This design comes from an exercise in tuning for small area and few clock cycles per item on the open sky130 flow, not from production work.
Only simulation tests tie the RTL to the original design; equivalence was not proved.
Power is estimated from default activity; no workload was simulated.

$ cat design.v
package defs;
    typedef logic [31:0] data_t;
    typedef logic [4:0]  reg_addr_t;
    typedef logic [2:0]  funct3_t;
    typedef logic [6:0]  funct7_t;
    typedef enum logic [6:0] {
        LOAD           = 7'b0000011,
        STORE          = 7'b0100011,
        ARITHMETIC_IMM = 7'b0010011,
        ARITHMETIC_REG = 7'b0110011,
        BRANCH         = 7'b1100011,
        JAL            = 7'b1101111,
        JALR           = 7'b1100111,
        AUIPC          = 7'b0010111,
        LUI            = 7'b0110111
    } opcode_t;
    typedef enum logic [2:0] {
        IMM_I_TYPE,
        IMM_S_TYPE,
        IMM_B_TYPE,
        IMM_U_TYPE,
        IMM_J_TYPE,
        IMM_UNKNOWN
    } imm_sel_t;
    typedef enum logic [3:0] {
        ALU_ADD,
        ALU_SUB,
        ALU_SLL,
        ALU_SLT,
        ALU_SLTU,
        ALU_XOR,
        ALU_SRL,
        ALU_SRA,
        ALU_OR,
        ALU_AND,
        ALU_PASSB
    } alu_op_t;
    localparam reg_addr_t REG_UNKNOWN    = '0;
    localparam funct3_t   FUNCT3_UNKNOWN = '0;
    localparam funct7_t   FUNCT7_UNKNOWN = '0;
endpackage
`timescale 1ns/1ps
module imm_gen
(
    input  defs::imm_sel_t    imm_sel_c,
    input  logic [24:0] imm_i,
    output defs::data_t       imm_o
);
    always_comb begin
        case (imm_sel_c)
            defs::IMM_I_TYPE: begin
                imm_o = {{20{imm_i[24]}}, imm_i[24:13]};
            end
            defs::IMM_S_TYPE: begin
                imm_o = {{20{imm_i[24]}}, imm_i[24:18], imm_i[4:0]};
            end
            defs::IMM_B_TYPE: begin
                imm_o = {{20{imm_i[24]}}, imm_i[0], imm_i[23:18], imm_i[4:1], 1'b0};
            end
            defs::IMM_U_TYPE: begin
                imm_o = {imm_i[24:5], 12'b0};
            end
            defs::IMM_J_TYPE: begin
                imm_o = {{12{imm_i[24]}}, imm_i[12:5], imm_i[13], imm_i[23:14], 1'b0};
            end
            default: begin
                imm_o = '0;
            end
        endcase
    end
endmodule
`timescale 1ns/1ps
module id
(
    input  defs::data_t     instruction_i,
    output defs::opcode_t   op_o,
    output defs::reg_addr_t rd_o,
    output defs::reg_addr_t rs1_o,
    output defs::reg_addr_t rs2_o,
    output defs::funct3_t   funct3_o,
    output defs::funct7_t   funct7_o,
    output defs::data_t     imm_o
);
    defs::opcode_t  op;
    defs::imm_sel_t imm_sel;
    logic     has_rd;
    logic     has_rs1;
    logic     has_rs2;
    logic     has_f3;
    logic     has_f7;
    assign op = defs::opcode_t'(instruction_i[6:0]);
    always_comb begin
        imm_sel = defs::IMM_UNKNOWN;
        has_rd  = 1'b0;
        has_rs1 = 1'b0;
        has_rs2 = 1'b0;
        has_f3  = 1'b0;
        has_f7  = 1'b0;
        case (op)
            defs::LOAD, defs::ARITHMETIC_IMM, defs::JALR: begin
                imm_sel = defs::IMM_I_TYPE;
                has_rd  = 1'b1;
                has_rs1 = 1'b1;
                has_f3  = 1'b1;
            end
            defs::STORE: begin
                imm_sel = defs::IMM_S_TYPE;
                has_rs1 = 1'b1;
                has_rs2 = 1'b1;
                has_f3  = 1'b1;
            end
            defs::BRANCH: begin
                imm_sel = defs::IMM_B_TYPE;
                has_rs1 = 1'b1;
                has_rs2 = 1'b1;
                has_f3  = 1'b1;
            end
            defs::ARITHMETIC_REG: begin
                has_rd  = 1'b1;
                has_rs1 = 1'b1;
                has_rs2 = 1'b1;
                has_f3  = 1'b1;
                has_f7  = 1'b1;
            end
            defs::JAL: begin
                imm_sel = defs::IMM_J_TYPE;
                has_rd  = 1'b1;
            end
            defs::AUIPC, defs::LUI: begin
                imm_sel = defs::IMM_U_TYPE;
                has_rd  = 1'b1;
            end
            default: begin
                imm_sel = defs::IMM_UNKNOWN;
            end
        endcase
    end
    assign op_o     = op;
    assign rd_o     = has_rd  ? defs::reg_addr_t'(instruction_i[11:7])  : defs::REG_UNKNOWN;
    assign rs1_o    = has_rs1 ? defs::reg_addr_t'(instruction_i[19:15]) : defs::REG_UNKNOWN;
    assign rs2_o    = has_rs2 ? defs::reg_addr_t'(instruction_i[24:20]) : defs::REG_UNKNOWN;
    assign funct3_o = has_f3  ? defs::funct3_t'(instruction_i[14:12])   : defs::FUNCT3_UNKNOWN;
    assign funct7_o = has_f7  ? defs::funct7_t'(instruction_i[31:25])   : defs::FUNCT7_UNKNOWN;
    imm_gen u_imm_gen (
        .imm_sel_c (imm_sel),
        .imm_i     (instruction_i[31:7]),
        .imm_o     (imm_o)
    );
endmodule
`timescale 1ns/1ps
module reg_file
#(
    parameter int NREGS = 32
) (
    input  logic      clk_i,
    input  logic      rst_i,
    input  defs::reg_addr_t ra1_i,
    input  defs::reg_addr_t ra2_i,
    output defs::data_t     rd1_o,
    output defs::data_t     rd2_o,
    input  logic      we_i,
    input  defs::reg_addr_t wa_i,
    input  defs::data_t     wd_i
);
    localparam int AW = $clog2(NREGS);
    defs::data_t regs [NREGS];
    assign rd1_o = (ra1_i != '0 && int'(ra1_i) < NREGS) ? regs[ra1_i[AW-1:0]] : '0;
    assign rd2_o = (ra2_i != '0 && int'(ra2_i) < NREGS) ? regs[ra2_i[AW-1:0]] : '0;
    always_ff @(posedge clk_i) begin
        if (rst_i) begin
            for (int i = 0; i < NREGS; i++) begin
                regs[i] <= '0;
            end
        end else if (we_i && wa_i != '0 && int'(wa_i) < NREGS) begin
            regs[wa_i[AW-1:0]] <= wd_i;
        end
    end
endmodule
`timescale 1ns/1ps
module alu
(
    input  defs::alu_op_t op_i,
    input  defs::data_t   a_i,
    input  defs::data_t   b_i,
    output defs::data_t   y_o
);
    logic [4:0] shamt;
    assign shamt = b_i[4:0];
    always_comb begin
        case (op_i)
            defs::ALU_ADD:   y_o = a_i + b_i;
            defs::ALU_SUB:   y_o = a_i - b_i;
            defs::ALU_SLL:   y_o = a_i << shamt;
            defs::ALU_SLT:   y_o = {31'b0, $signed(a_i) < $signed(b_i)};
            defs::ALU_SLTU:  y_o = {31'b0, a_i < b_i};
            defs::ALU_XOR:   y_o = a_i ^ b_i;
            defs::ALU_SRL:   y_o = a_i >> shamt;
            defs::ALU_SRA:   y_o = defs::data_t'($signed(a_i) >>> shamt);
            defs::ALU_OR:    y_o = a_i | b_i;
            defs::ALU_AND:   y_o = a_i & b_i;
            defs::ALU_PASSB: y_o = b_i;
            default:   y_o = '0;
        endcase
    end
endmodule
`timescale 1ns/1ps
module issue_stage
(
    input  logic      clk_i,
    input  logic      rst_i,
    input  logic      in_valid_i,
    output logic      in_ready_o,
    input  defs::data_t     pc_i,
    input  defs::opcode_t   op_i,
    input  defs::reg_addr_t rd_i,
    input  defs::reg_addr_t rs1_i,
    input  defs::reg_addr_t rs2_i,
    input  defs::funct3_t   funct3_i,
    input  defs::funct7_t   funct7_i,
    input  defs::data_t     imm_i,
    input  defs::data_t     rd1_i,
    input  defs::data_t     rd2_i,
    input  defs::reg_addr_t fwd_rd_i,
    input  logic      fwd_we_i,
    input  defs::data_t     fwd_data_i,
    input  logic      out_ready_i,
    output logic      s1_valid_o,
    output defs::opcode_t   s1_op_o,
    output defs::reg_addr_t s1_rd_o,
    output logic      s1_we_o,
    output defs::alu_op_t   s1_alu_op_o,
    output defs::data_t     s1_a_o,
    output defs::data_t     s1_b_o,
    output defs::data_t     s1_rs1v_o,
    output defs::data_t     s1_rs2v_o,
    output defs::data_t     s1_imm_o,
    output defs::data_t     s1_pc_o,
    output defs::funct3_t   s1_funct3_o
);
    logic    load_en;
    defs::data_t   rs1v;
    defs::data_t   rs2v;
    defs::data_t   a_d;
    defs::data_t   b_d;
    defs::alu_op_t alu_op_d;
    logic    we_d;
    function automatic defs::alu_op_t arith_op(defs::funct3_t f3, logic alt);
        case (f3)
            3'b000:  arith_op = alt ? defs::ALU_SUB : defs::ALU_ADD;
            3'b001:  arith_op = defs::ALU_SLL;
            3'b010:  arith_op = defs::ALU_SLT;
            3'b011:  arith_op = defs::ALU_SLTU;
            3'b100:  arith_op = defs::ALU_XOR;
            3'b101:  arith_op = alt ? defs::ALU_SRA : defs::ALU_SRL;
            3'b110:  arith_op = defs::ALU_OR;
            default: arith_op = defs::ALU_AND;
        endcase
    endfunction
    assign in_ready_o = !s1_valid_o || out_ready_i;
    assign load_en    = in_valid_i && in_ready_o;
    assign rs1v = (fwd_we_i && fwd_rd_i != '0 && fwd_rd_i == rs1_i) ? fwd_data_i : rd1_i;
    assign rs2v = (fwd_we_i && fwd_rd_i != '0 && fwd_rd_i == rs2_i) ? fwd_data_i : rd2_i;
    always_comb begin
        a_d      = rs1v;
        b_d      = imm_i;
        alu_op_d = defs::ALU_ADD;
        we_d     = rd_i != '0;
        case (op_i)
            defs::ARITHMETIC_REG: begin
                b_d      = rs2v;
                alu_op_d = arith_op(funct3_i, funct7_i[5]);
            end
            defs::ARITHMETIC_IMM: begin
                alu_op_d = arith_op(funct3_i, imm_i[10] && funct3_i == 3'b101);
            end
            defs::JAL, defs::JALR: begin
                a_d = pc_i;
                b_d = 32'd4;
            end
            defs::AUIPC: begin
                a_d = pc_i;
            end
            defs::LUI: begin
                alu_op_d = defs::ALU_PASSB;
            end
            defs::LOAD: begin
                alu_op_d = defs::ALU_ADD;
            end
            defs::STORE, defs::BRANCH: begin
                we_d = 1'b0;
            end
            default: begin
                a_d  = '0;
                b_d  = '0;
                we_d = 1'b0;
            end
        endcase
    end
    always_ff @(posedge clk_i) begin
        if (rst_i) begin
            s1_valid_o <= 1'b0;
        end else if (in_ready_o) begin
            s1_valid_o <= in_valid_i;
        end
    end
    always_ff @(posedge clk_i) begin
        if (load_en) begin
            s1_op_o     <= op_i;
            s1_rd_o     <= rd_i;
            s1_we_o     <= we_d;
            s1_alu_op_o <= alu_op_d;
            s1_a_o      <= a_d;
            s1_b_o      <= b_d;
            s1_rs1v_o   <= rs1v;
            s1_rs2v_o   <= rs2v;
            s1_imm_o    <= imm_i;
            s1_pc_o     <= pc_i;
            s1_funct3_o <= funct3_i;
        end
    end
endmodule
`timescale 1ns/1ps
module execute_stage
(
    input  logic      clk_i,
    input  logic      rst_i,
    input  logic      s1_valid_i,
    output logic      s1_ready_o,
    input  defs::opcode_t   s1_op_i,
    input  defs::reg_addr_t s1_rd_i,
    input  logic      s1_we_i,
    input  defs::alu_op_t   s1_alu_op_i,
    input  defs::data_t     s1_a_i,
    input  defs::data_t     s1_b_i,
    input  defs::data_t     s1_rs1v_i,
    input  defs::data_t     s1_rs2v_i,
    input  defs::data_t     s1_imm_i,
    input  defs::data_t     s1_pc_i,
    input  defs::funct3_t   s1_funct3_i,
    output defs::reg_addr_t fwd_rd_o,
    output logic      fwd_we_o,
    output defs::data_t     fwd_data_o,
    output logic      rf_we_o,
    output defs::reg_addr_t rf_wa_o,
    output defs::data_t     rf_wd_o,
    output logic      retire_valid_o,
    input  logic      retire_ready_i,
    output defs::data_t     retire_pc_o,
    output defs::reg_addr_t retire_rd_o,
    output logic      retire_we_o,
    output defs::data_t     retire_data_o
);
    logic  capture;
    logic  taken;
    defs::data_t alu_y;
    defs::data_t result;
    alu u_alu (
        .op_i (s1_alu_op_i),
        .a_i  (s1_a_i),
        .b_i  (s1_b_i),
        .y_o  (alu_y)
    );
    always_comb begin
        case (s1_funct3_i)
            3'b000:  taken = s1_rs1v_i == s1_rs2v_i;
            3'b001:  taken = s1_rs1v_i != s1_rs2v_i;
            3'b100:  taken = $signed(s1_rs1v_i) < $signed(s1_rs2v_i);
            3'b101:  taken = $signed(s1_rs1v_i) >= $signed(s1_rs2v_i);
            3'b110:  taken = s1_rs1v_i < s1_rs2v_i;
            3'b111:  taken = s1_rs1v_i >= s1_rs2v_i;
            default: taken = 1'b0;
        endcase
    end
    assign result = (s1_op_i == defs::BRANCH) ? {31'b0, taken} : alu_y;
    assign s1_ready_o = !retire_valid_o || retire_ready_i;
    assign capture    = s1_valid_i && s1_ready_o;
    assign fwd_rd_o   = s1_rd_i;
    assign fwd_we_o   = s1_valid_i && s1_we_i;
    assign fwd_data_o = result;
    assign rf_we_o = capture && s1_we_i;
    assign rf_wa_o = s1_rd_i;
    assign rf_wd_o = result;
    always_ff @(posedge clk_i) begin
        if (rst_i) begin
            retire_valid_o <= 1'b0;
        end else if (s1_ready_o) begin
            retire_valid_o <= s1_valid_i;
        end
    end
    always_ff @(posedge clk_i) begin
        if (capture) begin
            retire_pc_o   <= s1_pc_i;
            retire_rd_o   <= s1_rd_i;
            retire_we_o   <= s1_we_i;
            retire_data_o <= result;
        end
    end
endmodule
`timescale 1ns/1ps
module rv32i_exec
#(
    parameter int NREGS = 32
) (
    input  logic      clk_i,
    input  logic      rst_i,
    input  logic      instr_valid_i,
    output logic      instr_ready_o,
    input  defs::data_t     instr_i,
    input  defs::data_t     pc_i,
    output logic      retire_valid_o,
    input  logic      retire_ready_i,
    output defs::data_t     retire_pc_o,
    output defs::reg_addr_t retire_rd_o,
    output logic      retire_we_o,
    output defs::data_t     retire_data_o
);
    defs::opcode_t   dec_op;
    defs::reg_addr_t dec_rd;
    defs::reg_addr_t dec_rs1;
    defs::reg_addr_t dec_rs2;
    defs::funct3_t   dec_funct3;
    defs::funct7_t   dec_funct7;
    defs::data_t     dec_imm;
    defs::data_t     rf_rd1;
    defs::data_t     rf_rd2;
    logic      rf_we;
    defs::reg_addr_t rf_wa;
    defs::data_t     rf_wd;
    defs::reg_addr_t fwd_rd;
    logic      fwd_we;
    defs::data_t     fwd_data;
    logic      s1_valid;
    logic      s1_ready;
    defs::opcode_t   s1_op;
    defs::reg_addr_t s1_rd;
    logic      s1_we;
    defs::alu_op_t   s1_alu_op;
    defs::data_t     s1_a;
    defs::data_t     s1_b;
    defs::data_t     s1_rs1v;
    defs::data_t     s1_rs2v;
    defs::data_t     s1_imm;
    defs::data_t     s1_pc;
    defs::funct3_t   s1_funct3;
    id u_id (
        .instruction_i (instr_i),
        .op_o          (dec_op),
        .rd_o          (dec_rd),
        .rs1_o         (dec_rs1),
        .rs2_o         (dec_rs2),
        .funct3_o      (dec_funct3),
        .funct7_o      (dec_funct7),
        .imm_o         (dec_imm)
    );
    reg_file #(
        .NREGS (NREGS)
    ) u_reg_file (
        .clk_i (clk_i),
        .rst_i (rst_i),
        .ra1_i (dec_rs1),
        .ra2_i (dec_rs2),
        .rd1_o (rf_rd1),
        .rd2_o (rf_rd2),
        .we_i  (rf_we),
        .wa_i  (rf_wa),
        .wd_i  (rf_wd)
    );
    issue_stage u_issue (
        .clk_i       (clk_i),
        .rst_i       (rst_i),
        .in_valid_i  (instr_valid_i),
        .in_ready_o  (instr_ready_o),
        .pc_i        (pc_i),
        .op_i        (dec_op),
        .rd_i        (dec_rd),
        .rs1_i       (dec_rs1),
        .rs2_i       (dec_rs2),
        .funct3_i    (dec_funct3),
        .funct7_i    (dec_funct7),
        .imm_i       (dec_imm),
        .rd1_i       (rf_rd1),
        .rd2_i       (rf_rd2),
        .fwd_rd_i    (fwd_rd),
        .fwd_we_i    (fwd_we),
        .fwd_data_i  (fwd_data),
        .out_ready_i (s1_ready),
        .s1_valid_o  (s1_valid),
        .s1_op_o     (s1_op),
        .s1_rd_o     (s1_rd),
        .s1_we_o     (s1_we),
        .s1_alu_op_o (s1_alu_op),
        .s1_a_o      (s1_a),
        .s1_b_o      (s1_b),
        .s1_rs1v_o   (s1_rs1v),
        .s1_rs2v_o   (s1_rs2v),
        .s1_imm_o    (s1_imm),
        .s1_pc_o     (s1_pc),
        .s1_funct3_o (s1_funct3)
    );
    execute_stage u_execute (
        .clk_i          (clk_i),
        .rst_i          (rst_i),
        .s1_valid_i     (s1_valid),
        .s1_ready_o     (s1_ready),
        .s1_op_i        (s1_op),
        .s1_rd_i        (s1_rd),
        .s1_we_i        (s1_we),
        .s1_alu_op_i    (s1_alu_op),
        .s1_a_i         (s1_a),
        .s1_b_i         (s1_b),
        .s1_rs1v_i      (s1_rs1v),
        .s1_rs2v_i      (s1_rs2v),
        .s1_imm_i       (s1_imm),
        .s1_pc_i        (s1_pc),
        .s1_funct3_i    (s1_funct3),
        .fwd_rd_o       (fwd_rd),
        .fwd_we_o       (fwd_we),
        .fwd_data_o     (fwd_data),
        .rf_we_o        (rf_we),
        .rf_wa_o        (rf_wa),
        .rf_wd_o        (rf_wd),
        .retire_valid_o (retire_valid_o),
        .retire_ready_i (retire_ready_i),
        .retire_pc_o    (retire_pc_o),
        .retire_rd_o    (retire_rd_o),
        .retire_we_o    (retire_we_o),
        .retire_data_o  (retire_data_o)
    );
endmodule
$ cat run.sh
#!/bin/bash
# synth_recipe.tcl (not shown) runs the flow's synth.tcl, then flattens the netlist and writes it again
# the make line also repeats each setting of config.mk as NAME=value (left out here)
make -C /OpenROAD-flow-scripts/flow DESIGN_CONFIG=/design/flow/config.mk WORK_HOME=/design/flow/orfs CLKGATE_MAP_FILE= SYNTH_SCRIPT=/design/flow/synth_recipe.tcl finish
$ cat config.mk
export PLATFORM = sky130hd
export DESIGN_NAME = rv32i_exec
export DESIGN_NICKNAME = rv32i_exec
export VERILOG_FILES = /design/flow/design.v
export SDC_FILE = /design/flow/constraint.sdc
export NUM_CORES = 4
export LEC_CHECK = 0
export CAP_MARGIN = 40
export CORE_MARGIN = 2
export CORE_UTILIZATION = 30
export SLEW_MARGIN = 20
$ cat constraint.sdc
create_clock -name core_clock -period 6.5 [get_ports {clk_i}]
set_input_delay 1.3000 -clock core_clock [delete_from_list [all_inputs] [get_ports {clk_i}]]
set_output_delay 1.3000 -clock core_clock [all_outputs]
set_load 0.01 [all_outputs]
==> run summary <==
Post-Route Skew 0.0650 ns; critical path capture point type register; buffer count from post-CTS setup fixing 0; power per cell area 240 nW/µm²; setup TNS 0 ns; Die Y roughly 510 µm; pin count of the biggest net entering global routing 112; worst-path fanout max 32; Synth area leaders edfxtp_1, nor2_1, mux2i_1; H-Tree Depth 4; routed wire length 372,000 µm; share of the synthesized area in the top cell type 50.7%; Post-Syn Area 75,400 µm²; GP Congestion 1.00; FP Rows 184; worst path cell trace inv_1, ha_1, o21ai_0, nor4_1, a22oi_1, nor3_1, o21ai_0, buf_4, o31a_1, xnor2_1, a221oi_1, buf_4, nand2b_1, buf_12, nor2_1; Gate Count Post-Synth 7,663; NetSw 6150 µW; clock buffer depth 3; Netlist cell types 92; sw frac ~29%; initial antenna violation count 19; CTS Buf Count about 140; Crit Path Class register to register; RSZ-0062 raised after global routing false; Die Width ~500 µm; Layout area overhead 15.7%; nets 7,887; first-pass GRT wire length ~500,000 µm; Hold Fails Final Rpt 0; vias in the first global route between 60,000 and 70,000; DP Wirelength 251,000 µm; max-cap violations 0; post-synth top area cell edfxtp_1; clock transition at the registers of the reported paths 0.08 ns; design area 87,200 µm²; sequential area share after synthesis 50.8%; top-count cell post-synth nor2_1; Flop pwr share 45.7%; Clock Latency Late Sink roughly 0.85 ns; Crit path required time around 7.0 ns; Min Hold Slack roughly 0.41 ns; CP Buf/Inv Count 4; final-report max-slew violation count 0; DRC errors left 0; Worst Path Arrival ~6.1 ns; Crit path max-delay family compound AO/OA/AOI/OAI gates; final cell count without fillers 11,149; Final setup viols 0; status finished clean; startpoint types register; routed len/inst 33.4 µm; DRT iter0 DRCs 11,548; Clock Power Share between 30% and 40%; Syn. warnings 6; die area 255,000 µm²; area post-placement approximately 83,000 µm²; min-delay worst type register to register; PortBufs between 100 and 150; vias roughly 70,000; Logic pwr share 14.9%; post-layout min period about 5.6 ns; clk root buf clkbuf_16; Slew HR 24.1%; P_leak 0.0311 µW; placed insts 10,870; fin crit share roughly 86%; core area 251,000 µm²; asr flop ratio synth 0%; Yosys reg bits 1,276; cts repair resizes 0; Peak Freq 0.179 GHz; max incr delay on CP 0.76 ns; Synth Area per Inst 9.84 µm²; initial core utilization 30.1%; Sink Count 1,276; slew at the pin closest to its max-slew limit 1.14 ns; hold buffers post-CTS 0; Worst path slowest cell edfxtp_1; count of flip-flops with a built-in enable after synthesis between 1,000 and 1,500; First-pass DRT Iterations 7; vias per cell 6.23; share of layout cells above drive strength 1 11.7%; worst ir drop on vdd 244 µV; GR Overflow Total 0; I/O pin count 140; CTS tree done; internal power around 15,000 µW; total global-route track usage 27.9%; ys flop type edfxtp_1; Routed Antenna Nets 0; most frequent cells after synthesis nor2_1, edfxtp_1, nand2_1, clkbuf_1, mux2i_1
-- state kept, by name (all words and copies together), names as in the netlist, 3 cells and up --
register	flops
u_execute.retire_data_o	32
u_execute.retire_pc_o	32
u_execute.retire_rd_o	5
u_issue.s1_a_o	32
u_issue.s1_alu_op_o	4
u_issue.s1_b_o	32
u_issue.s1_funct3_o	3
u_issue.s1_op_o	7
u_issue.s1_pc_o	32
u_issue.s1_rd_o	5
u_issue.s1_rs1v_o	32
u_issue.s1_rs2v_o	32
u_reg_file.regs	1024
-- area by class of cell --
cell class              instances  area (µm²)
clock inverters                81         900
fillers                     24976      163000
well taps                    3348        4190
inverters                     195         734
flip-flops and latches       1276       38300
clock buffers                 177        3740
repair buffers                551        5310
multi-input cells            5513       34100
diodes                          8        20.0
-- cell usage in the layout, fill, tap and decap left out, types with 56 or more instances in the layout --
master | Yosys | layout
inv_1 | 192 | 192
nand3_1 | 186 | 184
a22oi_1 | 65 | 65
mux4_2 | 77 | 77
o21ai_0 | 354 | 351
mux2_2 | 85 | 85
edfxtp_1 | 1274 | 1274
clkbuf_16 | 0 | 144
nor2_1 | 1492 | 1485
a21oi_1 | 416 | 415
o22ai_1 | 121 | 121
nor3_1 | 103 | 99
ha_1 | 136 | 136
buf_4 | 14 | 323
buf_12 | 0 | 58
a211oi_1 | 167 | 167
mux2i_1 | 418 | 418
o221ai_1 | 82 | 82
a221oi_1 | 187 | 187
nor2b_1 | 57 | 56
a31oi_1 | 86 | 86
nand2_1 | 777 | 743
clkdlybuf4s50_1 | 0 | 133
-- logic make-up after synthesis --
group	count (synthesis)	share of synthesized area [%]
simple gates	2860	15.8
mux	580	9.12
buf+inv	905	4.85
compound gates	1883	16.9
flops	1276	50.8
xor+xnor	20	0.232
other cells	1	0.00497
fa+ha+maj	138	2.31
-- routing by layer --
layer | share of wire (%) | GRT usage, % | up-vias
met4 | 7.5 | 17.4 | 12
li1 | - | - | 28372
met2 | 44 | 43.2 | 5550
met1 | 36 | 34.2 | 34290
met5 | 0.021 | 0 | -
met3 | 13 | 8.04 | 1288
-- stage by stage --
stage	setup slack (ns)	power (µW)	util, %
after global routing	0.926	21400	34.8
after floorplan	0.291	11200	-
after global placement	0.361	12700	32.8
after detailed placement	0.537	12700	32.9
after CTS	1.07	20900	34.8
final	0.904	21000	34.8
-- worst register-to-register path, stage by stage, from the launching register on --
cell and delay (ns):
edfxtp_1 0.76, inv_1 0.32, ha_1 0.59, o21ai_0 0.24, nor4_1 0.31, a22oi_1 0.20, nor3_1 0.55, o21ai_0 0.23
buf_4 0.21, o31a_1 0.37, xnor2_1 0.17, a221oi_1 0.46, buf_4 0.23, nand2b_1 0.30, buf_12 0.26, nor2_1 0.13
-- final timing paths --
check	startpoint	to	slack, ns	cells after the start
hold reg to reg	u_issue.s1_pc_o[28]	u_execute.retire_pc_o[28]	0.41	0
setup / recovery	u_issue.s1_a_o[6]	u_reg_file.regs[14][26]	0.90	15
setup reg to reg	u_issue.s1_a_o[6]	u_reg_file.regs[14][26]	0.90	15
hold / removal	u_issue.s1_pc_o[28]	u_execute.retire_pc_o[28]	0.41	0
-- power groups by stage --
stage               combinational (µW)  sequential, µW  clock (µW)
floorplan                         1540            9690           0
global placement                  2960            9730           0
detailed placement                2980            9740           0
CTS                               2990            9570        8310
global route                      3190            9610        8630
finish                            3120            9580        8250
Testbench counts, summed over its fixed seeds: cycles 16,016, items 16,000.

==> what the ideal ports hide <==
The results above use ideal ports. As a check the final layout listed here was re-extracted and re-timed, cells and wires unchanged. Step 1 assumes that a clkbuf_16 drives the clock port and a buf_2 every other input. Step 2 moves the port delays by t, midway between the first and last clock arrival at a register: inputs arrive t later, outputs are due t later. That takes back most of the time a late clock gives input paths. Slacks: ideal / step 1 / step 2; pairs: ideal / step 1.
shift t [ns]: 0.908
setup WS [ns]: 0.904 / 0.904 / 0.116
latest minus earliest clock arrival (ns): 0.071 / 0.071
After both steps setup and hold are still met in this run. For this run, drivers alone change the setup slack by 0.000 ns; drivers and shift together by -0.788 ns.
